Context: an optimization exercise on an open-source flow, tuned for small area, a short achievable clock period and few clock cycles per item. The choices shown serve that exercise and are no tape-out recipe.
Function was checked by simulation only, so behaviour that the tests miss may differ from the original.
No activity file was given, so power comes from the tool's default toggle rates.

### flow/design.v
`default_nettype none
module bvsoc_search (
  input  wire logic        clk_i,
  input  wire logic        rst_ni,
  input  wire logic        en_i,
  input  wire logic        v_i,
  input  wire logic        w_i,
  input  wire logic        ld_i,
  input  wire logic        sd_i,
  input  wire logic [13:0] a_i,
  input  wire logic [13:0] l_i,
  output      logic        v_o,
  output      logic        ld_o,
  output      logic        sd_o,
  output      logic [13:0] a_o,
  output      logic [13:0] l_o,
  output      logic [6:0]  soc_o
);
  function automatic logic greater(input logic [13:0] x, input logic [13:0] y);
    logic [13:0] g, p;
    logic [12:0] gg, pp;
    g = x & ~y;
    p = x | ~y;
    gg[0] = g[2] | (p[2] & g[1]);
    pp[0] = p[2] & p[1];
    gg[1] = gg[0] | (pp[0] & g[0]);
    pp[1] = pp[0] & p[0];
    gg[2] = g[4] | (p[4] & g[3]);
    pp[2] = p[4] & p[3];
    gg[3] = g[6] | (p[6] & g[5]);
    pp[3] = p[6] & p[5];
    gg[4] = gg[3] | (pp[3] & gg[2]);
    pp[4] = pp[3] & pp[2];
    gg[5] = gg[4] | (pp[4] & gg[1]);
    pp[5] = pp[4] & pp[1];
    gg[6] = g[9] | (p[9] & g[8]);
    pp[6] = p[9] & p[8];
    gg[7] = gg[6] | (pp[6] & g[7]);
    pp[7] = pp[6] & p[7];
    gg[8] = g[11] | (p[11] & g[10]);
    pp[8] = p[11] & p[10];
    gg[9] = g[13] | (p[13] & g[12]);
    pp[9] = p[13] & p[12];
    gg[10] = gg[9] | (pp[9] & gg[8]);
    pp[10] = pp[9] & pp[8];
    gg[11] = gg[10] | (pp[10] & gg[7]);
    pp[11] = pp[10] & pp[7];
    gg[12] = gg[11] | (pp[11] & gg[5]);
    pp[12] = pp[11] & pp[5];
    greater = gg[12];
  endfunction
  logic        v2_q, w2_q, ld2_q, sd2_q, lt0_2_q, gt99_2_q;
  logic [13:0] a2_q, l2_q;
  logic [2:0]  b2_q;
  logic        v3_q, w3_q, ld3_q, sd3_q, lt0_3_q, gt99_3_q;
  logic [13:0] a3_q, l3_q;
  logic [4:0]  b3_q;
  logic [13:0] t0_q;
  logic [13:0] t99_q;
  logic [13:0] t49_q;
  logic [13:0] t24_q;
  logic [13:0] t74_q;
  logic [13:0] t12_q;
  logic [13:0] t36_q;
  logic [13:0] t61_q;
  logic [13:0] t86_q;
  always_ff @(posedge clk_i) begin
    if (w_i) begin
      case (l_i[6:0])
        7'd0: t0_q <= a_i;
        7'd99: t99_q <= a_i;
        7'd49: t49_q <= a_i;
        7'd24: t24_q <= a_i;
        7'd74: t74_q <= a_i;
        7'd12: t12_q <= a_i;
        7'd36: t36_q <= a_i;
        7'd61: t61_q <= a_i;
        7'd86: t86_q <= a_i;
        default: ;
      endcase
    end
  end
  logic [6:0] b1;
  logic c0;
  assign c0 = greater(a_i, t49_q);
  assign b1[0] = c0;
  logic c1_0;
  assign c1_0 = greater(a_i, t24_q);
  logic c1_1;
  assign c1_1 = greater(a_i, t74_q);
  assign b1[1] = (b1[0] ? c1_1 : c1_0);
  logic c2_00;
  assign c2_00 = greater(a_i, t12_q);
  logic c2_01;
  assign c2_01 = greater(a_i, t36_q);
  logic c2_10;
  assign c2_10 = greater(a_i, t61_q);
  logic c2_11;
  assign c2_11 = greater(a_i, t86_q);
  assign b1[2] = (b1[1] ? (b1[0] ? c2_11 : c2_01) : (b1[0] ? c2_10 : c2_00));
  logic lt0, gt99;
  assign lt0  = greater(t0_q, a_i);
  assign gt99 = greater(a_i, t99_q);
  always_ff @(posedge clk_i or negedge rst_ni) begin
    if (!rst_ni) begin
      v2_q  <= 1'b0;
      w2_q  <= 1'b0;
      ld2_q <= 1'b0;
      sd2_q <= 1'b0;
    end else if (en_i) begin
      v2_q  <= v_i;
      w2_q  <= w_i;
      ld2_q <= ld_i;
      sd2_q <= sd_i;
    end
  end
  always_ff @(posedge clk_i) begin
    if (en_i) begin
      a2_q <= a_i;
      l2_q <= l_i;
      b2_q <= b1[2:0];
      lt0_2_q  <= lt0;
      gt99_2_q <= gt99;
    end
  end
  logic [13:0] t6_q;
  logic [13:0] t18_q;
  logic [13:0] t30_q;
  logic [13:0] t42_q;
  logic [13:0] t55_q;
  logic [13:0] t67_q;
  logic [13:0] t80_q;
  logic [13:0] t92_q;
  logic [13:0] t3_q;
  logic [13:0] t9_q;
  logic [13:0] t15_q;
  logic [13:0] t21_q;
  logic [13:0] t27_q;
  logic [13:0] t33_q;
  logic [13:0] t39_q;
  logic [13:0] t45_q;
  logic [13:0] t52_q;
  logic [13:0] t58_q;
  logic [13:0] t64_q;
  logic [13:0] t70_q;
  logic [13:0] t77_q;
  logic [13:0] t83_q;
  logic [13:0] t89_q;
  logic [13:0] t95_q;
  always_ff @(posedge clk_i) begin
    if (w2_q) begin
      case (l2_q[6:0])
        7'd6: t6_q <= a2_q;
        7'd18: t18_q <= a2_q;
        7'd30: t30_q <= a2_q;
        7'd42: t42_q <= a2_q;
        7'd55: t55_q <= a2_q;
        7'd67: t67_q <= a2_q;
        7'd80: t80_q <= a2_q;
        7'd92: t92_q <= a2_q;
        7'd3: t3_q <= a2_q;
        7'd9: t9_q <= a2_q;
        7'd15: t15_q <= a2_q;
        7'd21: t21_q <= a2_q;
        7'd27: t27_q <= a2_q;
        7'd33: t33_q <= a2_q;
        7'd39: t39_q <= a2_q;
        7'd45: t45_q <= a2_q;
        7'd52: t52_q <= a2_q;
        7'd58: t58_q <= a2_q;
        7'd64: t64_q <= a2_q;
        7'd70: t70_q <= a2_q;
        7'd77: t77_q <= a2_q;
        7'd83: t83_q <= a2_q;
        7'd89: t89_q <= a2_q;
        7'd95: t95_q <= a2_q;
        default: ;
      endcase
    end
  end
  logic [6:0] b2;
  assign b2[2:0] = b2_q;
  logic [7:0] d2;   
  assign d2 = 8'd1 << b2_q;
  logic c3;
  assign c3 = greater(a2_q, ({14{d2[0]}} & t6_q) | ({14{d2[4]}} & t18_q) | ({14{d2[2]}} & t30_q) | ({14{d2[6]}} & t42_q) | ({14{d2[1]}} & t55_q) | ({14{d2[5]}} & t67_q) | ({14{d2[3]}} & t80_q) | ({14{d2[7]}} & t92_q));
  assign b2[3] = c3;
  logic c4_0;
  assign c4_0 = greater(a2_q, ({14{d2[0]}} & t3_q) | ({14{d2[4]}} & t15_q) | ({14{d2[2]}} & t27_q) | ({14{d2[6]}} & t39_q) | ({14{d2[1]}} & t52_q) | ({14{d2[5]}} & t64_q) | ({14{d2[3]}} & t77_q) | ({14{d2[7]}} & t89_q));
  logic c4_1;
  assign c4_1 = greater(a2_q, ({14{d2[0]}} & t9_q) | ({14{d2[4]}} & t21_q) | ({14{d2[2]}} & t33_q) | ({14{d2[6]}} & t45_q) | ({14{d2[1]}} & t58_q) | ({14{d2[5]}} & t70_q) | ({14{d2[3]}} & t83_q) | ({14{d2[7]}} & t95_q));
  assign b2[4] = (b2[3] ? c4_1 : c4_0);
  always_ff @(posedge clk_i or negedge rst_ni) begin
    if (!rst_ni) begin
      v3_q  <= 1'b0;
      w3_q  <= 1'b0;
      ld3_q <= 1'b0;
      sd3_q <= 1'b0;
    end else if (en_i) begin
      v3_q  <= v2_q;
      w3_q  <= w2_q;
      ld3_q <= ld2_q;
      sd3_q <= sd2_q;
    end
  end
  always_ff @(posedge clk_i) begin
    if (en_i) begin
      a3_q <= a2_q;
      l3_q <= l2_q;
      b3_q <= b2[4:0];
      lt0_3_q  <= lt0_2_q;
      gt99_3_q <= gt99_2_q;
    end
  end
  logic [13:0] t1_q;
  logic [13:0] t4_q;
  logic [13:0] t7_q;
  logic [13:0] t10_q;
  logic [13:0] t13_q;
  logic [13:0] t16_q;
  logic [13:0] t19_q;
  logic [13:0] t22_q;
  logic [13:0] t25_q;
  logic [13:0] t28_q;
  logic [13:0] t31_q;
  logic [13:0] t34_q;
  logic [13:0] t37_q;
  logic [13:0] t40_q;
  logic [13:0] t43_q;
  logic [13:0] t47_q;
  logic [13:0] t50_q;
  logic [13:0] t53_q;
  logic [13:0] t56_q;
  logic [13:0] t59_q;
  logic [13:0] t62_q;
  logic [13:0] t65_q;
  logic [13:0] t68_q;
  logic [13:0] t72_q;
  logic [13:0] t75_q;
  logic [13:0] t78_q;
  logic [13:0] t81_q;
  logic [13:0] t84_q;
  logic [13:0] t87_q;
  logic [13:0] t90_q;
  logic [13:0] t93_q;
  logic [13:0] t97_q;
  logic [13:0] t2_q;
  logic [13:0] t5_q;
  logic [13:0] t8_q;
  logic [13:0] t11_q;
  logic [13:0] t14_q;
  logic [13:0] t17_q;
  logic [13:0] t20_q;
  logic [13:0] t23_q;
  logic [13:0] t26_q;
  logic [13:0] t29_q;
  logic [13:0] t32_q;
  logic [13:0] t35_q;
  logic [13:0] t38_q;
  logic [13:0] t41_q;
  logic [13:0] t44_q;
  logic [13:0] t46_q;
  logic [13:0] t48_q;
  logic [13:0] t51_q;
  logic [13:0] t54_q;
  logic [13:0] t57_q;
  logic [13:0] t60_q;
  logic [13:0] t63_q;
  logic [13:0] t66_q;
  logic [13:0] t69_q;
  logic [13:0] t71_q;
  logic [13:0] t73_q;
  logic [13:0] t76_q;
  logic [13:0] t79_q;
  logic [13:0] t82_q;
  logic [13:0] t85_q;
  logic [13:0] t88_q;
  logic [13:0] t91_q;
  logic [13:0] t94_q;
  logic [13:0] t96_q;
  logic [13:0] t98_q;
  always_ff @(posedge clk_i) begin
    if (w3_q) begin
      case (l3_q[6:0])
        7'd1: t1_q <= a3_q;
        7'd4: t4_q <= a3_q;
        7'd7: t7_q <= a3_q;
        7'd10: t10_q <= a3_q;
        7'd13: t13_q <= a3_q;
        7'd16: t16_q <= a3_q;
        7'd19: t19_q <= a3_q;
        7'd22: t22_q <= a3_q;
        7'd25: t25_q <= a3_q;
        7'd28: t28_q <= a3_q;
        7'd31: t31_q <= a3_q;
        7'd34: t34_q <= a3_q;
        7'd37: t37_q <= a3_q;
        7'd40: t40_q <= a3_q;
        7'd43: t43_q <= a3_q;
        7'd47: t47_q <= a3_q;
        7'd50: t50_q <= a3_q;
        7'd53: t53_q <= a3_q;
        7'd56: t56_q <= a3_q;
        7'd59: t59_q <= a3_q;
        7'd62: t62_q <= a3_q;
        7'd65: t65_q <= a3_q;
        7'd68: t68_q <= a3_q;
        7'd72: t72_q <= a3_q;
        7'd75: t75_q <= a3_q;
        7'd78: t78_q <= a3_q;
        7'd81: t81_q <= a3_q;
        7'd84: t84_q <= a3_q;
        7'd87: t87_q <= a3_q;
        7'd90: t90_q <= a3_q;
        7'd93: t93_q <= a3_q;
        7'd97: t97_q <= a3_q;
        7'd2: t2_q <= a3_q;
        7'd5: t5_q <= a3_q;
        7'd8: t8_q <= a3_q;
        7'd11: t11_q <= a3_q;
        7'd14: t14_q <= a3_q;
        7'd17: t17_q <= a3_q;
        7'd20: t20_q <= a3_q;
        7'd23: t23_q <= a3_q;
        7'd26: t26_q <= a3_q;
        7'd29: t29_q <= a3_q;
        7'd32: t32_q <= a3_q;
        7'd35: t35_q <= a3_q;
        7'd38: t38_q <= a3_q;
        7'd41: t41_q <= a3_q;
        7'd44: t44_q <= a3_q;
        7'd46: t46_q <= a3_q;
        7'd48: t48_q <= a3_q;
        7'd51: t51_q <= a3_q;
        7'd54: t54_q <= a3_q;
        7'd57: t57_q <= a3_q;
        7'd60: t60_q <= a3_q;
        7'd63: t63_q <= a3_q;
        7'd66: t66_q <= a3_q;
        7'd69: t69_q <= a3_q;
        7'd71: t71_q <= a3_q;
        7'd73: t73_q <= a3_q;
        7'd76: t76_q <= a3_q;
        7'd79: t79_q <= a3_q;
        7'd82: t82_q <= a3_q;
        7'd85: t85_q <= a3_q;
        7'd88: t88_q <= a3_q;
        7'd91: t91_q <= a3_q;
        7'd94: t94_q <= a3_q;
        7'd96: t96_q <= a3_q;
        7'd98: t98_q <= a3_q;
        default: ;
      endcase
    end
  end
  logic [6:0] b3;
  assign b3[4:0] = b3_q;
  logic [31:0] d3;   
  assign d3 = 32'd1 << b3_q;
  logic c5;
  assign c5 = greater(a3_q, ({14{d3[0]}} & t1_q) | ({14{d3[16]}} & t4_q) | ({14{d3[8]}} & t7_q) | ({14{d3[24]}} & t10_q) | ({14{d3[4]}} & t13_q) | ({14{d3[20]}} & t16_q) | ({14{d3[12]}} & t19_q) | ({14{d3[28]}} & t22_q) | ({14{d3[2]}} & t25_q) | ({14{d3[18]}} & t28_q) | ({14{d3[10]}} & t31_q) | ({14{d3[26]}} & t34_q) | ({14{d3[6]}} & t37_q) | ({14{d3[22]}} & t40_q) | ({14{d3[14]}} & t43_q) | ({14{d3[30]}} & t47_q) | ({14{d3[1]}} & t50_q) | ({14{d3[17]}} & t53_q) | ({14{d3[9]}} & t56_q) | ({14{d3[25]}} & t59_q) | ({14{d3[5]}} & t62_q) | ({14{d3[21]}} & t65_q) | ({14{d3[13]}} & t68_q) | ({14{d3[29]}} & t72_q) | ({14{d3[3]}} & t75_q) | ({14{d3[19]}} & t78_q) | ({14{d3[11]}} & t81_q) | ({14{d3[27]}} & t84_q) | ({14{d3[7]}} & t87_q) | ({14{d3[23]}} & t90_q) | ({14{d3[15]}} & t93_q) | ({14{d3[31]}} & t97_q));
  assign b3[5] = c5;
  logic c6_0;
  assign c6_0 = greater(a3_q, ({14{d3[30]}} & t46_q) | ({14{d3[29]}} & t71_q) | ({14{d3[31]}} & t96_q));
  logic c6_1;
  assign c6_1 = greater(a3_q, ({14{d3[0]}} & t2_q) | ({14{d3[16]}} & t5_q) | ({14{d3[8]}} & t8_q) | ({14{d3[24]}} & t11_q) | ({14{d3[4]}} & t14_q) | ({14{d3[20]}} & t17_q) | ({14{d3[12]}} & t20_q) | ({14{d3[28]}} & t23_q) | ({14{d3[2]}} & t26_q) | ({14{d3[18]}} & t29_q) | ({14{d3[10]}} & t32_q) | ({14{d3[26]}} & t35_q) | ({14{d3[6]}} & t38_q) | ({14{d3[22]}} & t41_q) | ({14{d3[14]}} & t44_q) | ({14{d3[30]}} & t48_q) | ({14{d3[1]}} & t51_q) | ({14{d3[17]}} & t54_q) | ({14{d3[9]}} & t57_q) | ({14{d3[25]}} & t60_q) | ({14{d3[5]}} & t63_q) | ({14{d3[21]}} & t66_q) | ({14{d3[13]}} & t69_q) | ({14{d3[29]}} & t73_q) | ({14{d3[3]}} & t76_q) | ({14{d3[19]}} & t79_q) | ({14{d3[11]}} & t82_q) | ({14{d3[27]}} & t85_q) | ({14{d3[7]}} & t88_q) | ({14{d3[23]}} & t91_q) | ({14{d3[15]}} & t94_q) | ({14{d3[31]}} & t98_q));
  assign b3[6] = (b3[5] ? c6_1 : c6_0);
  logic [6:0] soc_c0, soc_c1, soc_c2, soc_c3;
  assign soc_c0 = lt0_3_q ? 7'd0 : (gt99_3_q ? 7'd100 : (b3[4] ? (b3[3] ? (b3[2] ? (b3[1] ? (b3[0] ? 7'd96 : 7'd46) : (b3[0] ? 7'd71 : 7'd22)) : (b3[1] ? (b3[0] ? 7'd84 : 7'd34) : (b3[0] ? 7'd59 : 7'd10))) : (b3[2] ? (b3[1] ? (b3[0] ? 7'd90 : 7'd40) : (b3[0] ? 7'd65 : 7'd16)) : (b3[1] ? (b3[0] ? 7'd78 : 7'd28) : (b3[0] ? 7'd53 : 7'd4)))) : (b3[3] ? (b3[2] ? (b3[1] ? (b3[0] ? 7'd93 : 7'd43) : (b3[0] ? 7'd68 : 7'd19)) : (b3[1] ? (b3[0] ? 7'd81 : 7'd31) : (b3[0] ? 7'd56 : 7'd7))) : (b3[2] ? (b3[1] ? (b3[0] ? 7'd87 : 7'd37) : (b3[0] ? 7'd62 : 7'd13)) : (b3[1] ? (b3[0] ? 7'd75 : 7'd25) : (b3[0] ? 7'd50 : 7'd1))))));
  assign soc_c1 = lt0_3_q ? 7'd0 : (gt99_3_q ? 7'd100 : (b3[4] ? (b3[3] ? (b3[2] ? (b3[1] ? (b3[0] ? 7'd98 : 7'd48) : (b3[0] ? 7'd73 : 7'd23)) : (b3[1] ? (b3[0] ? 7'd85 : 7'd35) : (b3[0] ? 7'd60 : 7'd11))) : (b3[2] ? (b3[1] ? (b3[0] ? 7'd91 : 7'd41) : (b3[0] ? 7'd66 : 7'd17)) : (b3[1] ? (b3[0] ? 7'd79 : 7'd29) : (b3[0] ? 7'd54 : 7'd5)))) : (b3[3] ? (b3[2] ? (b3[1] ? (b3[0] ? 7'd94 : 7'd44) : (b3[0] ? 7'd69 : 7'd20)) : (b3[1] ? (b3[0] ? 7'd82 : 7'd32) : (b3[0] ? 7'd57 : 7'd8))) : (b3[2] ? (b3[1] ? (b3[0] ? 7'd88 : 7'd38) : (b3[0] ? 7'd63 : 7'd14)) : (b3[1] ? (b3[0] ? 7'd76 : 7'd26) : (b3[0] ? 7'd51 : 7'd2))))));
  assign soc_c2 = lt0_3_q ? 7'd0 : (gt99_3_q ? 7'd100 : (b3[4] ? (b3[3] ? (b3[2] ? (b3[1] ? (b3[0] ? 7'd97 : 7'd47) : (b3[0] ? 7'd72 : 7'd22)) : (b3[1] ? (b3[0] ? 7'd84 : 7'd34) : (b3[0] ? 7'd59 : 7'd10))) : (b3[2] ? (b3[1] ? (b3[0] ? 7'd90 : 7'd40) : (b3[0] ? 7'd65 : 7'd16)) : (b3[1] ? (b3[0] ? 7'd78 : 7'd28) : (b3[0] ? 7'd53 : 7'd4)))) : (b3[3] ? (b3[2] ? (b3[1] ? (b3[0] ? 7'd93 : 7'd43) : (b3[0] ? 7'd68 : 7'd19)) : (b3[1] ? (b3[0] ? 7'd81 : 7'd31) : (b3[0] ? 7'd56 : 7'd7))) : (b3[2] ? (b3[1] ? (b3[0] ? 7'd87 : 7'd37) : (b3[0] ? 7'd62 : 7'd13)) : (b3[1] ? (b3[0] ? 7'd75 : 7'd25) : (b3[0] ? 7'd50 : 7'd1))))));
  assign soc_c3 = lt0_3_q ? 7'd0 : (gt99_3_q ? 7'd100 : (b3[4] ? (b3[3] ? (b3[2] ? (b3[1] ? (b3[0] ? 7'd99 : 7'd49) : (b3[0] ? 7'd74 : 7'd24)) : (b3[1] ? (b3[0] ? 7'd86 : 7'd36) : (b3[0] ? 7'd61 : 7'd12))) : (b3[2] ? (b3[1] ? (b3[0] ? 7'd92 : 7'd42) : (b3[0] ? 7'd67 : 7'd18)) : (b3[1] ? (b3[0] ? 7'd80 : 7'd30) : (b3[0] ? 7'd55 : 7'd6)))) : (b3[3] ? (b3[2] ? (b3[1] ? (b3[0] ? 7'd95 : 7'd45) : (b3[0] ? 7'd70 : 7'd21)) : (b3[1] ? (b3[0] ? 7'd83 : 7'd33) : (b3[0] ? 7'd58 : 7'd9))) : (b3[2] ? (b3[1] ? (b3[0] ? 7'd89 : 7'd39) : (b3[0] ? 7'd64 : 7'd15)) : (b3[1] ? (b3[0] ? 7'd77 : 7'd27) : (b3[0] ? 7'd52 : 7'd3))))));
  assign soc_o = b3[6] ? (b3[5] ? soc_c3 : soc_c2) : (b3[5] ? soc_c1 : soc_c0);
  assign v_o  = v3_q;
  assign ld_o = ld3_q;
  assign sd_o = sd3_q;
  assign a_o  = a3_q;
  assign l_o  = l3_q;
endmodule
`default_nettype wire
`default_nettype none
module bvsoc_queue #(
  parameter int unsigned Width = 24
) (
  input  wire logic             clk_i,
  input  wire logic             rst_ni,
  input  wire logic             en_i,
  input  wire logic [8:0]       lsel_i,
  input  wire logic [8:0]       ssel_i,
  input  wire logic             in_valid_i,
  output      logic             in_stall_o,
  input  wire logic [Width-1:0] in_word_i,
  output      logic             valid_o,
  output      logic [62:0]      word_o
);
  function automatic logic [30:0] align(input logic [22:0] s, input logic [8:0] sel);
    logic [30:0] y;
    y = '0;
    for (int k = 0; k < 9; k++) begin
      y = y | ({31{sel[k]}} & ({8'd0, s} << (8 - k)));
    end
    align = y;
  endfunction
  function automatic logic [62:0] expand(input logic [23:0] w, input logic [8:0] ls,
                                         input logic [8:0] ss);
    if (w[23]) begin
      expand = {1'b1, 8'd0, w[22:0], 31'd0};
    end else begin
      expand = {1'b0, align(w[22:0], ls), align(w[22:0], ss)};
    end
  endfunction
  logic             skid_v_q, head_v_q;
  logic [Width-1:0] skid_q;
  logic [62:0]      head_q;
  assign in_stall_o = skid_v_q;
  always_ff @(posedge clk_i or negedge rst_ni) begin
    if (!rst_ni) begin
      skid_v_q <= 1'b0;
      head_v_q <= 1'b0;
    end else if (en_i) begin
      skid_v_q <= 1'b0;
      head_v_q <= skid_v_q | in_valid_i;
    end else if (in_valid_i) begin
      skid_v_q <= 1'b1;
    end
  end
  always_ff @(posedge clk_i) begin
    if (en_i) begin
      head_q <= expand(skid_v_q ? skid_q : in_word_i, lsel_i, ssel_i);
    end else if (!skid_v_q) begin
      skid_q <= in_word_i;
    end
  end
  assign valid_o = head_v_q;
  assign word_o  = head_q;
endmodule
`default_nettype wire
`default_nettype none
module bvsoc_front #(
  parameter int unsigned TableEntries = 100
) (
  input  wire logic        clk_i,
  input  wire logic        rst_ni,
  input  wire logic        en_i,
  input  wire logic        valid_i,
  input  wire logic [62:0] word_i,
  output      logic [8:0]  lsel_o,
  output      logic [8:0]  ssel_o,
  input  wire logic        cfg_valid_i,
  input  wire logic [1:0]  cfg_index_i,
  input  wire logic [3:0]  cfg_data_i,
  output      logic        valid_o,
  output      logic        write_o,
  output      logic        ldone_o,
  output      logic        sdone_o,
  output      logic [6:0]  index_o,
  output      logic [13:0] value_o,
  output      logic [30:0] lsum_o,
  output      logic [30:0] ssum_o
);
  logic        cmd;
  logic [30:0] lsample, ssample;
  logic [6:0]  index;
  logic [15:0] mv;
  logic        is_sample, is_write;
  assign cmd       = word_i[62];
  assign lsample   = word_i[61:31];
  assign ssample   = word_i[30:0];
  assign index     = word_i[53:47];
  assign mv        = word_i[46:31];
  assign is_sample = valid_i & ~cmd;
  assign is_write  = valid_i & cmd & ({1'b0, index} < TableEntries);
  logic [8:0]  lsel_q, ssel_q;
  logic [8:0]  lleft_q, sleft_q;
  logic        lclr_q, sclr_q;
  logic [30:0] lsum_q, ssum_q;
  logic        lwrap, swrap;
  logic [8:0]  cfg_sel;
  assign cfg_sel = (cfg_data_i > 4'd8) ? 9'h100 : (9'd1 << cfg_data_i);
  assign lwrap = lleft_q == 9'd1;
  assign swrap = sleft_q == 9'd1;
  always_ff @(posedge clk_i or negedge rst_ni) begin
    if (!rst_ni) begin
      lsel_q  <= 9'h100;
      ssel_q  <= 9'h010;
      lleft_q <= 9'd256;
      sleft_q <= 9'd16;
      lclr_q  <= 1'b1;
      sclr_q  <= 1'b1;
      valid_o <= 1'b0;
      write_o <= 1'b0;
      ldone_o <= 1'b0;
      sdone_o <= 1'b0;
    end else begin
      if (en_i) begin
        valid_o <= valid_i;
        write_o <= is_write;
        ldone_o <= is_sample & lwrap;
        sdone_o <= is_sample & swrap;
        if (is_sample) begin
          lclr_q  <= lwrap;
          sclr_q  <= swrap;
          lleft_q <= lwrap ? lsel_q : lleft_q - 9'd1;
          sleft_q <= swrap ? ssel_q : sleft_q - 9'd1;
        end
      end
      if (cfg_valid_i && cfg_index_i == 2'd0) begin
        lsel_q  <= cfg_sel;
        lleft_q <= cfg_sel;
        lclr_q  <= 1'b1;
      end
      if (cfg_valid_i && cfg_index_i == 2'd1) begin
        ssel_q  <= cfg_sel;
        sleft_q <= cfg_sel;
        sclr_q  <= 1'b1;
      end
    end
  end
  always_ff @(posedge clk_i) begin
    if (en_i) begin
      if (is_sample) begin
        lsum_q <= (lclr_q ? 31'd0 : lsum_q) + lsample;
        ssum_q <= (sclr_q ? 31'd0 : ssum_q) + ssample;
      end
      index_o <= index;
      value_o <= (|mv[15:14]) ? 14'h3fff : mv[13:0];
    end
  end
  assign lsel_o = lsel_q;
  assign ssel_o = ssel_q;
  assign lsum_o = lsum_q;
  assign ssum_o = ssum_q;
endmodule
`default_nettype wire
`default_nettype none
module bvsoc_back (
  input  wire logic        clk_i,
  input  wire logic        rst_ni,
  input  wire logic        en_i,
  input  wire logic        valid_i,
  input  wire logic        write_i,
  input  wire logic        ldone_i,
  input  wire logic        sdone_i,
  input  wire logic [6:0]  index_i,
  input  wire logic [13:0] value_i,
  input  wire logic [30:0] lsum_i,
  input  wire logic [30:0] ssum_i,
  output      logic        out_valid_o,
  output      logic [45:0] res_o
);
  function automatic logic [17:0] div_p(input logic [19:0] x);
    div_p = {2'd0, x[19:2]} - {4'd0, x[19:4]} + {10'd0, x[19:8]};
  endfunction
  function automatic logic [9:0] div_q(input logic [19:0] x);
    div_q = {1'b0, x[19:11]} + {3'd0, x[19:13]} - {6'd0, x[19:16]} + 10'd4;
  endfunction
  function automatic logic [13:0] div_high(input logic [19:0] x, input logic [17:0] p,
                                           input logic [9:0] q);
    logic [23:0] t;
    t = {1'b0, x, 3'b000} + {6'd0, p} + {14'd0, q};
    div_high = t[23:10];
  endfunction
  logic        vc_q, wc_q, ldc_q, sdc_q;
  logic [19:0] lxc_q, sxc_q;
  logic [17:0] lpc_q, spc_q;
  logic [9:0]  lqc_q, sqc_q;
  always_ff @(posedge clk_i or negedge rst_ni) begin
    if (!rst_ni) begin
      vc_q  <= 1'b0;
      wc_q  <= 1'b0;
      ldc_q <= 1'b0;
      sdc_q <= 1'b0;
    end else if (en_i) begin
      vc_q  <= valid_i;
      wc_q  <= write_i;
      ldc_q <= ldone_i;
      sdc_q <= sdone_i;
    end
  end
  always_ff @(posedge clk_i) begin
    if (en_i) begin
      lxc_q <= write_i ? {13'd0, index_i} : lsum_i[30:11];
      sxc_q <= write_i ? {6'd0, value_i} : ssum_i[30:11];
      lpc_q <= div_p(lsum_i[30:11]);
      spc_q <= div_p(ssum_i[30:11]);
      lqc_q <= div_q(lsum_i[30:11]);
      sqc_q <= div_q(ssum_i[30:11]);
    end
  end
  logic        vd_q, wd_q, ldd_q, sdd_q;
  logic [13:0] lqd_q, sqd_q;
  always_ff @(posedge clk_i or negedge rst_ni) begin
    if (!rst_ni) begin
      vd_q  <= 1'b0;
      wd_q  <= 1'b0;
      ldd_q <= 1'b0;
      sdd_q <= 1'b0;
    end else if (en_i) begin
      vd_q  <= vc_q;
      wd_q  <= wc_q;
      ldd_q <= ldc_q;
      sdd_q <= sdc_q;
    end
  end
  always_ff @(posedge clk_i) begin
    if (en_i) begin
      lqd_q <= wc_q ? lxc_q[13:0] : div_high(lxc_q, lpc_q, lqc_q);
      sqd_q <= wc_q ? sxc_q[13:0] : div_high(sxc_q, spc_q, sqc_q);
    end
  end
  logic        vs, lds, sds;
  logic [13:0] ls, as;
  logic [6:0]  soc;
  bvsoc_search u_search (
    .clk_i  (clk_i),
    .rst_ni (rst_ni),
    .en_i   (en_i),
    .v_i    (vd_q),
    .w_i    (wd_q),
    .ld_i   (ldd_q),
    .sd_i   (sdd_q),
    .a_i    (sqd_q),
    .l_i    (lqd_q),
    .v_o    (vs),
    .ld_o   (lds),
    .sd_o   (sds),
    .a_o    (as),
    .l_o    (ls),
    .soc_o  (soc)
  );
  logic        out_v_q, ld_q, sd_q, init_q;
  logic [13:0] lavg_q, savg_q;
  logic [6:0]  soc_q;
  always_ff @(posedge clk_i or negedge rst_ni) begin
    if (!rst_ni) begin
      out_v_q <= 1'b0;
      ld_q    <= 1'b0;
      sd_q    <= 1'b0;
      init_q  <= 1'b0;
      lavg_q  <= '0;
      savg_q  <= '0;
      soc_q   <= '0;
    end else if (en_i) begin
      out_v_q <= vs;
      ld_q    <= lds;
      sd_q    <= sds;
      if (lds) begin
        lavg_q <= ls;
        init_q <= 1'b1;
      end
      if (sds) begin
        savg_q <= as;
        soc_q  <= soc;
      end
    end
  end
  assign out_valid_o = out_v_q;
  assign res_o = {2'b00, lavg_q, ld_q, 2'b00, savg_q, sd_q, soc_q, 4'b0000, init_q};
endmodule
`default_nettype wire
`default_nettype none
module battery_voltage_average_soc_lookup #(
  parameter int unsigned TABLE_ENTRIES = 100
) (
  input  wire logic        clk_i,
  input  wire logic        rst_ni,
  input  wire logic        in_valid_i,
  output      logic        in_stall_o,
  input  wire logic        cmd_i,
  input  wire logic [22:0] sample_uv_i,
  input  wire logic [6:0]  entry_index_i,
  input  wire logic [15:0] entry_mv_i,
  output      logic        out_valid_o,
  input  wire logic        out_stall_i,
  output      logic [15:0] long_avg_mv_o,
  output      logic        long_done_o,
  output      logic [15:0] short_avg_mv_o,
  output      logic        short_done_o,
  output      logic [10:0] soc_x16_o,
  output      logic        init_seen_o,
  input  wire logic        cfg_valid_i,
  output      logic        cfg_ready_o,
  input  wire logic [1:0]  cfg_index_i,
  input  wire logic [3:0]  cfg_data_i
);
  logic        en;
  logic        v0, v1, w1, ld1, sd1;
  logic [23:0] in_word;
  logic [62:0] word0;
  logic [8:0]  lsel, ssel;
  logic [6:0]  index1;
  logic [13:0] value1;
  logic [30:0] lsum1, ssum1;
  logic [45:0] res;
  assign en = ~(out_valid_o & out_stall_i);
  assign in_word = {cmd_i, cmd_i ? {entry_index_i, entry_mv_i} : sample_uv_i};
  bvsoc_queue #(
    .Width (24)
  ) u_queue (
    .clk_i      (clk_i),
    .rst_ni     (rst_ni),
    .en_i       (en),
    .lsel_i     (lsel),
    .ssel_i     (ssel),
    .in_valid_i (in_valid_i),
    .in_stall_o (in_stall_o),
    .in_word_i  (in_word),
    .valid_o    (v0),
    .word_o     (word0)
  );
  bvsoc_front #(
    .TableEntries (TABLE_ENTRIES)
  ) u_front (
    .clk_i       (clk_i),
    .rst_ni      (rst_ni),
    .en_i        (en),
    .valid_i     (v0),
    .word_i      (word0),
    .lsel_o      (lsel),
    .ssel_o      (ssel),
    .cfg_valid_i (cfg_valid_i),
    .cfg_index_i (cfg_index_i),
    .cfg_data_i  (cfg_data_i),
    .valid_o     (v1),
    .write_o     (w1),
    .ldone_o     (ld1),
    .sdone_o     (sd1),
    .index_o     (index1),
    .value_o     (value1),
    .lsum_o      (lsum1),
    .ssum_o      (ssum1)
  );
  bvsoc_back u_back (
    .clk_i       (clk_i),
    .rst_ni      (rst_ni),
    .en_i        (en),
    .valid_i     (v1),
    .write_i     (w1),
    .ldone_i     (ld1),
    .sdone_i     (sd1),
    .index_i     (index1),
    .value_i     (value1),
    .lsum_i      (lsum1),
    .ssum_i      (ssum1),
    .out_valid_o (out_valid_o),
    .res_o       (res)
  );
  assign cfg_ready_o = 1'b1;
  assign {long_avg_mv_o, long_done_o, short_avg_mv_o, short_done_o,
          soc_x16_o, init_seen_o} = res;
endmodule
`default_nettype wire
### flow/run.sh
#!/bin/bash
# synth_recipe.tcl (not shown) runs the flow's synth.tcl, then flattens the netlist and writes it again
# the make line also repeats each setting of config.mk as NAME=value (left out here)
make -C /OpenROAD-flow-scripts/flow DESIGN_CONFIG=/design/flow/config.mk WORK_HOME=/design/flow/orfs CLKGATE_MAP_FILE= SYNTH_SCRIPT=/design/flow/synth_recipe.tcl finish
### flow/config.mk
export PLATFORM = sky130hd
export DESIGN_NAME = battery_voltage_average_soc_lookup
export DESIGN_NICKNAME = battery_voltage_average_soc_lookup
export VERILOG_FILES = /design/flow/design.v
export SDC_FILE = /design/flow/constraint.sdc
export NUM_CORES = 4
export LEC_CHECK = 0
export ABC_AREA = 1
export CAP_MARGIN = 20
export CORE_MARGIN = 2
export CORE_UTILIZATION = 40
export CTS_CLUSTER_DIAMETER = 110
export CTS_CLUSTER_SIZE = 22
export PLACE_DENSITY = 0.45
export SETUP_SLACK_MARGIN = 5
export SLEW_MARGIN = 20
### flow/constraint.sdc
create_clock -name core_clock -period 8.0 [get_ports {clk_i}]
set_input_delay 1.6000 -clock core_clock [delete_from_list [all_inputs] [get_ports {clk_i}]]
set_output_delay 1.6000 -clock core_clock [all_outputs]
set_load 0.01 [all_outputs]
==> reports/results.tsv, run 1 <==
metric	value	unit
outcome	finished clean	
gr-usage-met3	3.313	%
slew_headroom	22.38	%
ff2ff_setup_slack	4.58	ns
drc	0	
area_delta_synth_final	19.45	%
rows	168	
p_leak	38.73	nW
yosys.area_share.simple	16.77	%
rsz0062_at_grt	true	
critical-path-max-stage-delay	0.50	ns
nNetsFinal	8602	
criticalPathCategory	reg -> reg	
cts_root_buf	clkbuf_16	
seq_area_frac_synth	65.51	%
p_per_area	451.7	mW/mm²
grt_pass1_vias	59137	
dp_hpwl	189.7	mm
r2r_cells	23	
cp-startpoint	u_back.u_search.b3_q[1]	
dieHeight	463.8	µm
finalMaxSlewViolations	0	
synthXorXnorAreaFrac	1.232	%
total_power	45.63	mW
finalSetupTns	0	ns
die_w	463.8	µm
syn_area_per_cell	11.00	µm²
hold_path_class	reg -> reg	
wl_per_cell	28.05	µm
r2r-end	u_back.soc_q[2]	
clk_latency	0.81	ns
portBuffers	97	
top_usage_layer	met2	
r2r_start	u_back.u_search.b3_q[1]	
period_needed	3.419	ns
startpoint_type	flip-flop	
h-tree-depth	3	
yosys_warnings	4	
drtIter0Drc	5880	
crit_path_top_delay_cell	edfxtp_1	
synth_mux_area_share	0.1065	%
crit_chain	ha_4, ha_4, nand3_4, inv_8, buf_16, nand2_1, nand2_1, nor2_1, nand2_1, nor2_1, nand3_1, nand2_1, nand2_1, o21ai_0, nor2_1, nand2_2, a21oi_4, nand2_2, nand2_4, nand2_1, nand2_1, nand2_1, nand2_1	
synth_edf_count	1762	
cts_buffers	95	
path_delay_family	simple AND/OR/NAND/NOR gates	
gr-usage-met2	46.66	%
synth_seq_cells	1861	
clk_path_buf_depth	3	
end_kind	flip-flop	
start_util	40.31	%
met1_usage	38.10	%
hold_viol_final	0	
finalCritPeriodShare	42.74	%
synth_flop_cell	edfxtp_1	
grtUsageTotal	28.19	%
cp_num_cells	23	
synth_top_family_by_area	simple AND/OR/NAND/NOR gates	
hold_path_depth	0	
cts_tree	built	
grt_overflow	0	
setup_viol	0	
cp_max_fo	8	
antenna_found_initial	7	
via_per_inst	5.535	
ant_nets	0	
clkSinkCount	1861	
wl	312.7	mm
critPathBufInv	2	
drv_cap	0	
worstPathRequired	8.73	ns
grt_max_degree	69	
num_vias	61701	
irDropWorstVdd	288.0	µV
worst_pin_slew	1.160	ns
synthAdderAreaFrac	4.353	%
path_common_cell	nand2_1	
synth-compound-area-share	7.485	%
cts.clk_slew.worst_paths	0.11	ns
dieArea	0.2151	mm²
io_pins	107	
core	0.2098	mm²
crit_end	u_back.soc_q[2]	
first_pass_iters	6	
fmax	292.5	MHz
worst_ep_arrival_time	4.14	ns
syn_area	0.08456	mm²
netlist_instances	7690	
grt_pass1_wl	437.6	mm
skew	0.05207	ns
ys_types	67	
async_reset_ff_share	5.320	%
place_congestion	0.9228	
drive_above_1_share	18.17	%
-- logic make-up after synthesis --
logic type / Yosys count
other cells: 2
xor+xnor: 119
compound gates: 1051
simple gates: 3423
flops: 1861
fa+ha+maj: 266
buf+inv: 960
mux: 8
-- Yosys cell counts, drive strengths merged (17+ instances only) --
master  count  area [µm²]
a21oi     259        1296
a221oi     44       385.4
a31oi      42       262.8
nand2    1978        7472
o22ai     179        1120
nor2      751        2909
nor3       54       281.5
ha        215        2690
o211ai     17       127.6
xor2       84       735.7
nand4     174        1110
edfxtp   1762       52910
xnor2      35       306.5
o21ai     321        1607
inv       657        2474
buf       120       678.2
nand3     428        2157
o221ai     24       210.2
clkbuf    171       641.9
a22oi      46       345.3
fa         48       960.9
dfrtp      93        2327
-- placed cells by master (no fill, tap or decap), drive strengths merged, types with 84 or more instances in the layout --
master,synthesis,layout
nand2,1978,1980
edfxtp,1762,1762
nor2,751,752
buf,120,699
inv,657,640
nand3,428,428
o21ai,321,321
a21oi,259,259
ha,215,215
o22ai,179,179
nand4,174,174
clkbuf,171,151
dfrtp,93,93
xor2,84,84
-- cell type report --
class                      count  area, µm²
fill                       19287     108800
sequential                  1861      55420
multi-input combinational   4879      28790
timing repair buffer         769       7781
tap                         2805       3510
inverter                     669       2765
clock buffer                 144       2582
clock inverter                11      125.1
timing repair inverter         6      42.54
antenna                        3      7.507
-- through the flow --
stage	instance area, µm²	util [%]	setup WS, ns	hold slack, ns	std cells
6_report	101000	48.15	4.581	0.4263	11147
4_1_cts	98120	46.77	4.657	0.4262	10998
2_1_floorplan	84840	-	4.681	0.4003	7697
3_3_place_gp	89690	42.75	2.961	0.4017	10522
5_1_grt	101000	48.15	4.482	0.4335	11146
3_5_place_dp	89710	42.76	2.957	0.4045	10522
-- flip-flops by register name, indices dropped and copies added, names as in the netlist, 18 cells and up --
register,count
u_queue.head_q,63
u_queue.skid_q,24
u_front.lsum_q,31
u_back.sxc_q,20
u_back.lxc_q,20
u_back.spc_q,18
u_front.ssum_q,31
u_back.lpc_q,18
-- per-layer routing --
metal	part of all wire, %	vias up
li1	-	28001
met2	48	2193
met4	4.2	2
met3	6.0	439
met1	42	31066
met5	0.0042	-
-- report_power, final --
part / switching [mW] / leakage [nW] / internal (mW)
sequential: 1.10 / 17.5 / 13.8
clock: 3.25 / 1.28 / 2.26
combinational: 15.6 / 20.0 / 9.63
-- timing repair --
action | CTS | global route
hold buffers | 0 | 0
pin swaps | 178 | 252
setup endpoints to repair | 448 | 123
gates resized for setup | 795 | 378
setup buffers | 295 | 137
gates cloned | 26 | 9
-- how the worst min path moves through the flow --
stage                             start                        to
5_1_grt        u_back.u_search.l2_q[11]  u_back.u_search.l3_q[11]
4_1_cts                u_back.lqd_q[12]  u_back.u_search.l2_q[12]
3_5_place_dp           u_back.lqd_q[12]  u_back.u_search.l2_q[12]
6_report       u_back.u_search.l2_q[11]  u_back.u_search.l3_q[11]
2_1_floorplan  u_back.u_search.gt99_2_q  u_back.u_search.gt99_3_q
3_3_place_gp            u_back.lqd_q[9]   u_back.u_search.l2_q[9]
Testbench counts, summed over its fixed seeds: cycles 9,384, items 9,216.
==> run 2, diff against run 1 <==
--- a/flow/config.mk
+++ b/flow/config.mk
@@ -10,6 +10,4 @@
 export CORE_MARGIN = 2
 export CORE_UTILIZATION = 40
-export CTS_CLUSTER_DIAMETER = 110
-export CTS_CLUSTER_SIZE = 22
 export PLACE_DENSITY = 0.45
 export SETUP_SLACK_MARGIN = 5
==> run 2 against run 1 <==
Net effect:
- utilization is 1.5 points higher
- clock power increased by 68%
- sequential power about the same
- cell area up 3.1%
- die area did not move
- flip-flop and latch count unchanged
- final cell count up 1.7%
- critical path type unchanged
- critical endpoint is now u_back.soc_q[1]
- largest power group unchanged
==> reports/results.tsv, run 2 <==
metric	value	unit	change
io_pins	107		unchanged
first_pass_iters	8		+2
worstPathRequired	8.76	ns	+0.03 ns
setup_viol	0		unchanged
antenna_found_initial	14		+7
area_delta_synth_final	23.15	%	
total_power	49.05	mW	+7.5%
final_common_cell	nand2_1		
grtUsageTotal	28.43	%	+0.23 points
cts_root_buf	clkbuf_16		
criticalPathCategory	reg -> reg		
num_vias	62567		+1.4%
synthTopCellsByCount	nand2_1, edfxtp_1, nor2_1, inv_1, nand3_1		
ys_types	67		unchanged
clkSinkCount	1861		unchanged
hold_viol_final	0		unchanged
yosys_warnings	4		unchanged
clk_path_buf_depth	3		unchanged
worst_pin_slew	1.162	ns	+0.002131 ns
outcome	finished clean		
dieArea	0.2151	mm²	unchanged
cp_max_fo	7		-1
clk_latency	0.87	ns	+0.06 ns
period_needed	3.397	ns	-0.02243 ns
finalCritPeriodShare	42.46	%	-0.28 points
syn_area_per_cell	11.00	µm²	unchanged
stdcell_area	0.1041	mm²	+3.1%
seq_area_frac_synth	65.51	%	unchanged
p_leak	40.37	nW	+4.2%
end_kind	flip-flop		
start_util	40.31	%	unchanged
rows	168		unchanged
netlist_instances	7690		unchanged
startpoint_type	flip-flop		
yosys.area.top_type	edfxtp_1		
wl	314.3	mm	+0.52%
syn_area	0.08456	mm²	unchanged
synthTopCellsByArea	edfxtp_1, nand2_1, nor2_1		
grt_overflow	0		unchanged
yosys.cell_count.top_type	nand2_1		
final_cell_mix	nand2_1, edfxtp_1, nor2_1, inv_1, buf_4		
die_w	463.8	µm	unchanged
h-tree-depth	4		+1
synth_top_area_share	62.57	%	unchanged
largest_reg_flops	63		unchanged
p_per_area	471.0	mW/mm²	+4.3%
ant_nets	0		unchanged
drv_cap	0		unchanged
fmax	294.4	MHz	+0.66%
synth_edf_count	1762		unchanged
rsz0062_at_grt	true		
top_register	u_queue.head_q		
place_congestion	0.9228		unchanged
via_per_inst	5.517		-0.33%
drc	0		unchanged
async_reset_ff_share	5.320	%	unchanged
slew_headroom	22.24	%	-0.14 points
synth_seq_cells	1861		unchanged
grt_pass1_vias	60280		+1.9%
dp_hpwl	189.7	mm	unchanged
dieHeight	463.8	µm	unchanged
drive_above_1_share	19.16	%	+0.99 points
place_area	0.08971	mm²	unchanged
top_regs	u_queue.head_q x63, u_front.lsum_q x31, u_front.ssum_q x31		
irDropWorstVdd	301.4	µV	+4.7%
cts_buffers	204		+110%
hold_path_class	reg -> reg		
portBuffers	97		unchanged
cts.clk_slew.worst_paths	0.07	ns	-0.04 ns
finalMaxSlewViolations	0		unchanged
skew	0.03025	ns	-0.02182 ns
synth_flop_cell	edfxtp_1		
drtIter0Drc	6410		+9.0%
nNetsFinal	8677		+0.87%
finalSetupTns	0	ns	unchanged
grt_pass1_wl	440.9	mm	+0.75%
wl_per_cell	27.72	µm	-1.2%
utilization	49.64	%	+1.5 points
grt_max_degree	69		unchanged
core	0.2098	mm²	unchanged
cts_tree	built		
worst_ep_arrival_time	4.15	ns	about the same
-- run 2: per-layer routing --
layer | track usage, % | up-vias | part of all wire (%)
li1 | - | 28311 | -
met5 | 0 | - | 0.016
met4 | 11.68 | 8 | 4.5
met3 | 4.085 | 548 | 6.4
met2 | 46.45 | 2302 | 47
met1 | 38.02 | 31398 | 42
-- run 2: metrics by stage --
step | hold slack, ns | setup slack, ns | cells
floorplan | 0.4003 | 4.681 | 7697
global route | 0.4267 | 4.495 | 11341
detailed placement | 0.4045 | 2.957 | 10522
global placement | 0.4017 | 2.961 | 10522
finish | 0.4171 | 4.603 | 11341
CTS | 0.4184 | 4.719 | 11219
-- run 2: cells by family after synthesis --
group,after synthesis,share of synthesized area (%)
and+or+nand+nor,3423,16.77
DFF,1861,65.51
AOI/OAI and AO/OA,1051,7.485
buffers and inverters,960,4.539
adders and majority gates,266,4.353
xor gates and xnor gates,119,1.232
muxes,8,0.1065
other,2,0.008881
-- run 2: layout make-up --
class                   count  area [µm²]
fillers                 19114      105600
diodes                      2       5.005
clock buffers             265        5478
clock inverters           119       999.7
inverters                 669        2763
well taps                2805        3510
repair inverters            6       45.04
repair buffers            733        7373
flip-flops and latches   1861       55420
multi-input cells        4881       28550
-- run 2: what timing repair did --
action / CTS / global route
buffers inserted: 283 / 112
setup endpoints to repair: 450 / 144
pin swaps: 202 / 212
cloned: 30 / 8
endpoints found under the hold margin: 0 / 0
hold buffers: 0 / 0
resized for setup: 816 / 299
-- run 2: worst paths after layout --
| path | startpoint | to | slack [ns] | cells after the start |
|---|---|---|---|---|
| min | u_back.lqd_q[12] | u_back.u_search.l2_q[12] | 0.42 | 0 |
| max | u_back.u_search.b3_q[0] | u_back.soc_q[1] | 4.60 | 26 |
| min in group asynchronous | rst_ni | u_back.vd_q | 0.75 | 1 |
| max in group asynchronous | rst_ni | u_back.lavg_q[5] | 5.92 | 2 |
| max reg2reg | u_back.u_search.b3_q[0] | u_back.soc_q[1] | 4.60 | 26 |
| min reg2reg | u_back.lqd_q[12] | u_back.u_search.l2_q[12] | 0.42 | 0 |
-- run 2: critical path, cell delays in order, from the launching register on --
cell and delay (ns):
edfxtp_1 0.43, buf_6 0.15, ha_4 0.18, ha_4 0.24
nand3_4 0.18, clkinv_8 0.14, buf_16 0.19, nand2_4 0.09
nand2_4 0.05, nor2_4 0.11, nand2_1 0.06, nor2_1 0.10
nand3_1 0.13, nand2_2 0.12, nand2_2 0.07, nor2_2 0.15
nor2_2 0.06, nor2_4 0.11, nor2_4 0.05, buf_12 0.14
buf_12 0.14, nand3_4 0.08, nand2_4 0.07, nand2_1 0.07
nand2_1 0.05, nand2_1 0.06, nand2_1 0.05
-- run 2: report_power, final --
group / internal [mW] / leakage (nW) / total (mW) / switching, mW
clock network: 5.24 / 3.15 / 9.26 / 4.02
registers: 13.8 / 17.5 / 14.9 / 1.08
logic: 9.39 / 19.7 / 24.9 / 15.5
total: 28.4 / 40.4 / 49.1 / 20.6
==> run 3, diff against run 2 <==
--- a/flow/config.mk
+++ b/flow/config.mk
@@ -10,5 +10,7 @@
 export CORE_MARGIN = 2
 export CORE_UTILIZATION = 40
+export CTS_CLUSTER_DIAMETER = 110
+export CTS_CLUSTER_SIZE = 22
 export PLACE_DENSITY = 0.45
-export SETUP_SLACK_MARGIN = 5
+export SETUP_SLACK_MARGIN = 4.6
 export SLEW_MARGIN = 20
==> run 3 against run 2 <==
Net effect:
- clock power shrank 39%
- synthesized cell count is the same
- wire length shrank 2.4%
- combinational power shrank 14%
- fmax shrank 2.1%
- critical path type unchanged
- first-iteration DRC count shrank 1.3%
- setup slack lost 0.073 ns
- non-clock buffer count shrank 124
- still clean on timing, DRC and antenna
- area after synthesis is the same
==> reports/results.tsv, run 3 <==
metric	value	unit	change
clk_latency	0.80	ns	-0.07 ns
synthTopCellsByArea	edfxtp_1, nand2_1, nor2_1		
finalCritPeriodShare	43.37	%	+0.91 points
die_w	463.8	µm	unchanged
synth_seq_cells	1861		unchanged
synthTopCellsByCount	nand2_1, edfxtp_1, nor2_1, inv_1, nand3_1		
holdPathEnd	u_back.u_search.gt99_3_q		
irDropWorstVdd	241.9	µV	-20%
min-delay-start	u_back.u_search.gt99_2_q		
critPathBufInv	5		unchanged
finalSetupTns	0	ns	unchanged
rsz0062_at_grt	true		
path_delay_family	simple AND/OR/NAND/NOR gates		
num_vias	60634		-3.1%
via_per_inst	5.513		about the same
fin_ws	4.531	ns	-0.07288 ns
crit_path_top_delay_cell	nor2_4		
grt_overflow	0		unchanged
power_frac_comb	51.1	%	+0.4 points
end_kind	flip-flop		
cts.clk_slew.worst_paths	0.10	ns	+0.03 ns
switchingPower	18.55	mW	-10%
place_congestion	0.8977		-2.7%
sw_frac_of_total	44.21	%	+2.2 points
area_delta_synth_final	15.74	%	
portBuffers	97		unchanged
syn_area	0.08456	mm²	unchanged
stdcell_area	0.09787	mm²	-6.0%
grt_pass1_vias	57730		-4.2%
rows	168		unchanged
drive_above_1_share	12.57	%	-6.6 points
ys_types	67		unchanged
yosys.area.top_type	edfxtp_1		
path_common_cell	nand2_1		
worst_pin_slew	1.180	ns	+0.01770 ns
seqPwrFrac	35.5	%	+5.1 points
seq_area_frac_synth	65.51	%	unchanged
dp_hpwl	190.7	mm	+0.51%
worst_ep_arrival_time	4.19	ns	+0.04 ns
startpoint_type	flip-flop		
total_power	41.96	mW	-14%
hold_viol_final	0		unchanged
p_per_area	428.7	mW/mm²	-9.0%
regArea	0.05541	mm²	about the same
syn_area_per_cell	11.00	µm²	unchanged
fillers	19455		+1.8%
place_area	0.08967	mm²	about the same
drtIter0Drc	6325		-1.3%
dieArea	0.2151	mm²	unchanged
utilization	46.66	%	-3.0 points
synth_top_area_share	62.57	%	unchanged
worstPathRequired	8.72	ns	-0.04 ns
period_needed	3.469	ns	+0.07288 ns
netlist_instances	7690		unchanged
criticalPathCategory	reg -> reg		
final_cell_mix	nand2_1, edfxtp_1, nor2_1, inv_1, nand3_1		
wl_per_cell	27.90	µm	+0.65%
r2r_start	u_back.u_search.b3_q[2]		
wl	306.8	mm	-2.4%
yosys.cell_count.top_type	nand2_1		
yosys_warnings	4		unchanged
final_common_cell	nand2_1		
crit_chain	buf_4, inv_4, buf_4, nor2_4, nand3_1, nand2_1, nor2_1, nand2_1, nor2_1, nand3_1, nand2_1, nand2_1, nor2_2, nor2_2, nor2_4, nor2_4, buf_12, buf_6, nand3_2, nand2_4, nand2_1, nand2_1, nand2_1, nand2_1		
async_reset_ff_share	5.320	%	unchanged
antenna_found_initial	9		-5
cp_num_cells	24		-7.7%
start_util	40.31	%	unchanged
cts_buffers	96		-53%
r2r_cells	24		-7.7%
dieHeight	463.8	µm	unchanged
critical-path-max-stage-delay	0.65	ns	+0.22 ns
drv_cap	0		unchanged
fmax	288.2	MHz	-2.1%
cp_max_fo	10		+3
synth_edf_count	1762		unchanged
finalMaxSlewViolations	0		unchanged
p_clk_share	13.4	%	-5.5 points
cts_root_buf	clkbuf_16		
h-tree-depth	3		-1
top_register	u_queue.head_q		
hold_buffers	0		unchanged
drc	0		unchanged
hold_path_class	reg -> reg		
intPower	23.41	mW	-18%
hold_path_depth	0		unchanged
nNetsFinal	8448		-2.6%
ff2ff_setup_slack	4.53	ns	-0.07 ns
first_pass_iters	6		-2
outcome	finished clean		
largest_reg_flops	63		unchanged
setup_viol	0		unchanged
r2r-end	u_back.soc_q[1]		
clk_path_buf_depth	3		unchanged
skew	0.04916	ns	+0.01890 ns
grt_max_degree	73		+5.8%
ant_nets	0		unchanged
multi_input_area	0.02693	mm²	-5.7%
top_regs	u_queue.head_q x63, u_front.lsum_q x31, u_front.ssum_q x31		
clkSinkCount	1861		unchanged
cts_tree	built		
grtUsageTotal	27.46	%	-0.97 points
synth_flop_cell	edfxtp_1		
core	0.2098	mm²	unchanged
grt_pass1_wl	426.3	mm	-3.3%
slew_headroom	21.05	%	-1.2 points
io_pins	107		unchanged
p_leak	37.73	nW	-6.6%
pre_cts_ws	2.759	ns	-0.1980 ns
==> run 3: cell types whose count changed in the layout (fill, tap and decap cells not counted), sizes merged, moves of 13 or more <==
cell and change:
clkdlybuf4s50 +21, clkbuf -110, buf -169, dlygate4sd2 +19, clkinv -85, bufinv -13
==> run 3: worst max-delay path by stage <==
stage	startpoint	endpoint
finish	u_back.u_search.b3_q[2]	u_back.soc_q[1]
global placement	cmd_i	u_queue.head_q[33]
floorplan	out_stall_i	u_front.sleft_q[0]
CTS	cmd_i	u_queue.head_q[50]
detailed placement	cmd_i	u_queue.head_q[33]
global route	u_back.u_search.b3_q[0]	u_back.soc_q[1]
==> run 3: routing by layer <==
layer / global-route usage, % / routed length (µm) / vias to the layer above
met4: 11.85 / 14290 / 0
li1: - / - / 27691
met2: 44.83 / 144500 / 2214
met3: 3.257 / 19050 / 450
met1: 36.99 / 129000 / 30279
met5: 0 / 0 / -
==> run 3: what timing repair did <==
action / CTS / global route
buffers inserted: 144 / 123
hold endpoints to repair: 0 / 0
setup endpoints to repair: 315 / 121
gates resized for setup: 326 / 293
gates cloned: 19 / 19
pin swaps: 42 / 112
==> run 3: layout make-up <==
| class | instances | area share [%] |
|---|---|---|
| Sequential cell | 1861 | 56.62 |
| Multi-Input combinational cell | 4882 | 27.51 |
| Timing Repair Buffer | 609 | 6.535 |
| Tap cell | 2805 | 3.586 |
| Inverter | 669 | 2.779 |
| Clock buffer | 147 | 2.736 |
| Clock inverter | 10 | 0.1368 |
| Timing Repair inverter | 8 | 0.07926 |
| Antenna cell | 7 | 0.01790 |
==> run 3: per-stage QoR <==
stage,hold WS (ns),std cells
finish,0.4171,10998
global route,0.4327,10996
CTS,0.4255,10849
detailed placement,0.4045,10529
global placement,0.4034,10528
floorplan,0.4003,7697
==> run 3: logic make-up (layout without fill, tap and decap cells) <==
logic type	Yosys count	count (layout)	share of synthesized area, %
other cells	2	16	0.008881
fa+ha+maj	266	266	4.353
simple gates	3423	3429	16.77
buf+inv	960	1443	4.539
compound gates	1051	1051	7.485
flops	1861	1861	65.51
mux	8	8	0.1065
xor+xnor	119	119	1.232
==> run 3: power groups by stage <==
stage               registers (mW)  logic [mW]  clock network [mW]
global placement              15.2        17.9                   0
floorplan                     15.1        11.2                   0
CTS                           14.9        19.7                5.76
global route                  15.0        23.4                6.05
detailed placement            15.2        18.0                   0
finish                        14.9        21.4                5.62
==> run 4, diff against run 3 <==
--- a/flow/config.mk
+++ b/flow/config.mk
@@ -13,4 +13,5 @@
 export CTS_CLUSTER_SIZE = 22
 export PLACE_DENSITY = 0.45
-export SETUP_SLACK_MARGIN = 4.6
+export SETUP_SLACK_MARGIN = 5
 export SLEW_MARGIN = 20
+export TNS_END_PERCENT = 10
==> run 4 against run 3 <==
Net effect:
- still clean on timing, DRC and antenna
- die area unchanged
- clock skew up 0.00083 ns
- sequential power about the same
- clock power about the same
- non-clock buffer count up 57
- wire length up 2.4%
- count of clock-buffer cells in the layout up 2
- total power up 4.9%
- area after synthesis unchanged
- sequential share of layout area down 0.87 points
- final cell count up 0.52%
- register-to-register slack better by 0.04 ns
- critical endpoint is now u_back.soc_q[0]
- highest routed layer unchanged
==> reports/results.tsv, run 4 <==
metric	value	unit	change
clkSinkCount	1861		unchanged
worst_ep_arrival_time	4.10	ns	-0.09 ns
m1WireLength	130.2	mm	+0.97%
grt_pass1_vias	58616		+1.5%
wl	314.2	mm	+2.4%
seq_area_frac_synth	65.51	%	unchanged
drtIter0Drc	6337		+0.19%
grt_pass1_wl	439.6	mm	+3.1%
start_util	40.31	%	unchanged
hold_viol_final	0		unchanged
worstPathRequired	8.68	ns	-0.04 ns
path_common_cell	nand2_1		
slew_headroom	25.90	%	+4.8 points
p_leak	38.16	nW	+1.1%
place_congestion	0.8969		about the same
drc	0		unchanged
ys_types	67		unchanged
final_cell_mix	nand2_1, edfxtp_1, nor2_1, inv_1, buf_4		
top_regs	u_queue.head_q x63, u_front.lsum_q x31, u_front.ssum_q x31		
dieArea	0.2151	mm²	unchanged
synthTopCellsByCount	nand2_1, edfxtp_1, nor2_1, inv_1, nand3_1		
finalMaxSlewViolations	0		unchanged
syn_area_per_cell	11.00	µm²	unchanged
finalSetupTns	0	ns	unchanged
grtUsageTotal	28.50	%	+1.0 points
switchingPower	19.35	mW	+4.3%
outcome	finished clean		
intPower	24.65	mW	+5.3%
startpoint_type	flip-flop		
setup_viol	0		unchanged
hold_buffers	0		unchanged
dp_cells	10540		+0.10%
top_layer	met4		
crit_path_top_delay_cell	edfxtp_1		
sw_frac_of_total	43.97	%	-0.23 points
netlist_instances	7690		unchanged
power_frac_comb	53.3	%	+2.2 points
synth_seq_cells	1861		unchanged
top_register	u_queue.head_q		
yosys_warnings	4		unchanged
routed-wl-met2	149.7	mm	+3.6%
hold_path_class	reg -> reg		
core	0.2098	mm²	unchanged
irDropWorstVdd	260.5	µV	+7.7%
finalCritPeriodShare	42.81	%	-0.56 points
die_w	463.8	µm	unchanged
cts_tree	built		
portBuffers	97		unchanged
seqPwrFrac	33.9	%	-1.6 points
rsz0062_at_grt	true		
path_delay_family	simple AND/OR/NAND/NOR gates		
grt_overflow	0		unchanged
synthTopCellsByArea	edfxtp_1, nand2_1, nor2_1		
critical-path-max-stage-delay	0.51	ns	-0.14 ns
final_cells	11055		+0.52%
via_per_inst	5.513		about the same
synth_flop_cell	edfxtp_1		
crit_chain	ha_4, ha_4, nand3_4, clkinv_8, buf_12, clkbuf_16, buf_4, nand2_1, nand3_1, nand2_1, nand2_1, o21ai_0, a21oi_1, nand2_1, a21oi_2, nand3_2, nand2_4, nand2_1, nand3_2, nand2_1		
skew	0.04998	ns	+0.0008251 ns
end_kind	flip-flop		
async_reset_ff_share	5.320	%	unchanged
final_common_cell	nand2_1		
syn_area	0.08456	mm²	unchanged
rows	168		unchanged
dp_hpwl	192.9	mm	+1.1%
yosys.cell_count.top_type	nand2_1		
cp_max_fo	6		-4
cts_buffers	96		unchanged
antenna_found_initial	14		+5
wl_per_cell	28.42	µm	+1.9%
wl_met3	21.14	mm	+11%
cts.clk_slew.worst_paths	0.10	ns	about the same
cts_root_buf	clkbuf_16		
clk_path_buf_depth	3		unchanged
drv_cap	0		unchanged
criticalPathCategory	reg -> reg		
synth_edf_count	1762		unchanged
synth_top_area_share	62.57	%	unchanged
critPathBufInv	4		-1
ant_nets	0		unchanged
fmax	292.0	MHz	+1.3%
num_vias	60951		+0.52%
first_pass_iters	6		unchanged
p_per_area	442.7	mW/mm²	+3.3%
clk_latency	0.80	ns	about the same
yosys.area.top_type	edfxtp_1		
worst_pin_slew	1.110	ns	-0.06952 ns
h-tree-depth	3		unchanged
nNetsFinal	8502		+0.64%
io_pins	107		unchanged
area_delta_synth_final	17.54	%	
largest_reg_flops	63		unchanged
drive_above_1_share	14.95	%	+2.4 points
dieHeight	463.8	µm	unchanged
period_needed	3.425	ns	-0.04464 ns
p_clk_share	12.8	%	-0.6 points
grt_max_degree	79		+8.2%
[run 4: cell count changes in the layout (fill, tap and decap cells not counted), sizes merged, moves of 2 or more]
| cell | change |
|---|---|
| buf | +62 |
| bufbuf | +6 |
| bufinv | +2 |
| clkbuf | -9 |
| clkdlybuf4s50 | +3 |
| clkinv | -2 |
| diode | -3 |
| dlygate4sd2 | -2 |
| inv | +3 |
[run 4: power groups by stage]
| stage | registers (mW) | clock network (mW) | logic [mW] |
|---|---|---|---|
| finish | 14.9 | 5.64 | 23.4 |
| floorplan | 15.1 | 0 | 11.2 |
| detailed placement | 15.3 | 0 | 18.1 |
| CTS | 15.0 | 5.77 | 21.3 |
| global placement | 15.3 | 0 | 18.0 |
| global route | 15.0 | 6.08 | 25.6 |
[run 4: metrics by stage]
step	worst slack (ns)	cell area [µm²]	power [mW]	hold WS (ns)	utilization, %
3_5_place_dp	2.856	89780	33.37	0.4045	42.80
2_1_floorplan	4.681	84650	26.25	0.4003	-
5_1_grt	4.451	99390	46.69	0.4356	47.38
3_3_place_gp	2.925	89740	33.30	0.4042	42.78
6_report	4.575	99400	44.00	0.4240	47.38
4_1_cts	4.634	97550	42.02	0.4263	46.50
[run 4: worst paths after layout]
kind / start / to / slack [ns] / depth (start not counted)
setup / recovery: u_back.u_search.b3_q[1] / u_back.soc_q[0] / 4.58 / 20
setup reg to reg: u_back.u_search.b3_q[1] / u_back.soc_q[0] / 4.58 / 20
hold / removal: u_back.u_search.l2_q[13] / u_back.u_search.l3_q[13] / 0.42 / 0
hold reg to reg: u_back.u_search.l2_q[13] / u_back.u_search.l3_q[13] / 0.42 / 0
max in group asynchronous: rst_ni / u_back.savg_q[12] / 6.06 / 2
min in group asynchronous: rst_ni / u_back.lavg_q[12] / 0.80 / 1
[run 4: timing repair]
action                                  4_1_cts  5_1_grt
endpoints found under the setup margin      478      410
gates cloned                                 32        4
gates resized for setup                     556      273
pin swaps                                   115      139
setup buffers                               232       80
[run 4: metal layers]
| layer | track usage (%) | up-vias |
|---|---|---|
| met5 | 0 | - |
| met4 | 10.76 | 0 |
| met3 | 3.561 | 417 |
| met2 | 47.12 | 2179 |
| met1 | 38.39 | 30562 |
| li1 | - | 27793 |
[run 4: kinds of logic after synthesis]
kind of cell	count (synthesis)	share of synthesized area (%)
flip-flops	1861	65.51
other	2	0.008881
XOR/XNOR	119	1.232
buffers and inverters	960	4.539
adder cells (fa/ha/maj)	266	4.353
multiplexers	8	0.1065
AO/OA/AOI/OAI	1051	7.485
AND/OR/NAND/NOR	3423	16.77
[run 4: area by class of cell]
| type | instances | area, µm² |
|---|---|---|
| Sequential cell | 1861 | 55410 |
| Antenna cell | 4 | 10.01 |
| Timing Repair Buffer | 666 | 6987 |
| Inverter | 669 | 2779 |
| Timing Repair inverter | 6 | 40.04 |
| Tap cell | 2805 | 3510 |
| Clock buffer | 149 | 2633 |
| Fill cell | 19572 | 110400 |
| Multi-Input combinational cell | 4881 | 27840 |
| Clock inverter | 14 | 186.4 |

re-timing with driven ports:
The flow's constraints put no driver on any port. The routed layouts listed below were extracted and timed again, unchanged, in two steps.
Step 1 sets driving cells, clkbuf_16 on the clock port and buf_2 on the other inputs (assumed; they add their load-dependent delay and slew).
Step 2 also shifts input and output timing later by t, the mid clock arrival at the registers, as if the neighbouring blocks saw the same clock.
Three values: ideal, step 1, step 2; two values: the first two.
| run | t (ns) | setup slack, ns | worst setup path after step 2 | latest minus earliest clock arrival (ns) | worst slew at a driven data input, ns |
|---|---|---|---|---|---|
| run 1 | 0.865 | 4.581 / 4.581 / 4.212 | input to register | 0.055 / 0.055 | 0.08 |
| run 2 | 0.935 | 4.603 / 4.603 / 4.159 | input to register | 0.036 / 0.036 | 0.08 |
| run 3 | 0.857 | 4.531 / 4.531 / 3.945 | input to register | 0.055 / 0.056 | 0.08 |
| run 4 | 0.859 | 4.575 / 4.575 / 3.980 | input to register | 0.053 / 0.053 | 0.09 |
After both steps every run listed still meets setup and hold. For run 4, which loses most, drivers alone change the setup slack by 0.000 ns; drivers and shift together by -0.595 ns.
